Source: an optimization exercise on an open RTL-to-GDS flow (aim: small area). Production flows keep margins and buffers that such runs may drop. The RTL was checked by simulation tests, not by an equivalence proof against the original design.

== the reference run ==
## vregm
module vregm
#(
  parameter int XLEN     = vregm_pkg::DEF_XLEN,
  parameter int LANES    = vregm_pkg::DEF_LANES,
  parameter int NREGS    = vregm_pkg::DEF_NREGS,
  parameter int NREAD    = vregm_pkg::DEF_NREAD,
  parameter int ZERO_REG = 1,
  parameter int AW       = vregm_pkg::clog2(NREGS)
) (
  input  logic                        i_clk,
  input  logic                        i_rst,
  input  logic [NREAD*AW-1:0]         i_rd_addr,
  output logic [NREAD*LANES*XLEN-1:0] o_rd_data,
  output logic [NREAD-1:0]            o_rd_busy,
  input  logic                        i_wr_en,
  input  logic [AW-1:0]               i_wr_addr,
  input  logic [LANES-1:0]            i_wr_mask,
  input  logic [LANES*XLEN-1:0]       i_wr_data,
  input  logic                        i_wr_last,
  input  logic                        i_iss_en,
  input  logic [AW-1:0]               i_iss_addr,
  output logic                        o_ready
);
  localparam int RW = LANES * XLEN;
  localparam int R0 = (ZERO_REG != 0) ? 1 : 0;   
  localparam int NS = NREGS - R0;                 
  logic w_ready;
  vregm_clear_seq u_clear_seq (
    .i_clk   (i_clk),
    .i_rst   (i_rst),
    .o_ready (w_ready)
  );
  logic [NS*XLEN-1:0] w_nxt [LANES];
  logic [NS-1:0]      w_busy_q;
  logic [NS-1:0]      w_busy_clr;
  for (genvar s = 0; s < NS; s++) begin : g_reg
    localparam int R = s + R0;
    logic w_wsel;
    logic w_iss;
    logic r_busy;
    assign w_wsel = i_wr_en && (i_wr_addr == AW'(R));
    assign w_iss  = i_iss_en && (i_iss_addr == AW'(R));
    for (genvar l = 0; l < LANES; l++) begin : g_ln
      vregm_lane #(.W(XLEN)) u_lane (
        .i_clk  (i_clk),
        .i_en   (w_ready && w_wsel && i_wr_mask[l]),
        .i_hold (w_ready && !(w_wsel && i_wr_mask[l])),
        .i_wd   (i_wr_data[l*XLEN +: XLEN]),
        .o_nxt  (w_nxt[l][s*XLEN +: XLEN])
      );
    end
    assign w_busy_clr[s] = w_wsel && i_wr_last;
    always_ff @(posedge i_clk) begin
      r_busy <= w_ready && (w_iss || (r_busy && !w_busy_clr[s]));
    end
    assign w_busy_q[s] = r_busy;
  end
  for (genvar p = 0; p < NREAD; p++) begin : g_rd
    logic [AW-1:0] w_ra;
  ...
export LEC_CHECK = 0
export CAP_MARGIN = 20
export CORE_MARGIN = 2
export CORE_UTILIZATION = 45
export PLACE_DENSITY = 0.55
export SLEW_MARGIN = 20
export SYNTH_HIERARCHICAL = 1
create_clock -name core_clock -period 8.0 [get_ports {i_clk}]
standard.sh (not shown) runs the stock make flow with config.mk's settings and CLKGATE_MAP_FILE= SYNTH_SCRIPT=/design/flow/synth_recipe.tcl, a recipe that flattens the netlist after the stock synthesis.
==> flow/flow/run.sh <==
#!/bin/bash
# Standard ORFS layout with two layout-only changes:
#  - port buffers use the smallest plain buffer (repair_design upsizes where needed);
#  - CTS inserts no dummy loads.
set -euo pipefail
bash standard.sh \
  "BUFFER_PORTS_ARGS=-buffer_cell sky130_fd_sc_hd__buf_1" \
  "CTS_ARGS=-sink_clustering_enable -repair_clock_nets -dont_use_dummy_load -sink_clustering_size 20 -sink_clustering_max_diameter 100" \
  finish > standard_flow.log 2>&1
The reference run: all stages complete, timing, DRC and antenna checks passed
The inputs of the trial run differ from those of the reference run as listed below.
- PLACE_DENSITY now 0.5, was 0.55
- CORE_UTILIZATION now 35, was 45
==> flow/flow/run.sh <==
#!/bin/bash
# Standard ORFS layout with two layout-only changes:
#  - port buffers use the smallest plain buffer (repair_design upsizes where needed);
#  - CTS inserts no dummy loads.
set -euo pipefail
bash standard.sh \
  "BUFFER_PORTS_ARGS=-buffer_cell sky130_fd_sc_hd__buf_1" \
  "CTS_ARGS=-sink_clustering_enable -repair_clock_nets -dont_use_dummy_load -sink_clustering_size 25 -sink_clustering_max_diameter 100" \
  finish > standard_flow.log 2>&1
Results
- Between the reference run and the trial run, the flow reports routed metal-1 wire length increasing by more than 10%.
- Comparing the trial run and the reference run, global-route usage is lower on the trial run.
- Of the trial run and the reference run, the reference run shows the higher non-clock buffer count, with the trial run below it.

static timing again, ports no longer ideal:
The flow's constraints put no driver on any port. The routed layouts listed below were extracted and timed again, unchanged, in two steps.
Step 1, drivers: a clkbuf_16 drives i_clk and a buf_2 each remaining input, both assumed.
Step 2, shift: input delay + t, output delay - t, t = (earliest + latest rising clock arrival at the registers) / 2. This alone moves slack from input paths to output paths.
Three values: no drivers, after step 1, after step 2; two values: the first two.
run | shift t [ns] | setup WS [ns] | worst register clock-pin slew, ns
the reference run | 0.863 | 0.815 / 0.783 / 0.783 | 0.10 / 0.10
the trial run | 0.838 | 0.682 / 0.652 / 0.652 | 0.11 / 0.11
After both steps every run listed still meets setup and hold. For the reference run, which loses most, drivers alone change the setup slack by -0.032 ns; drivers and shift together by -0.032 ns.
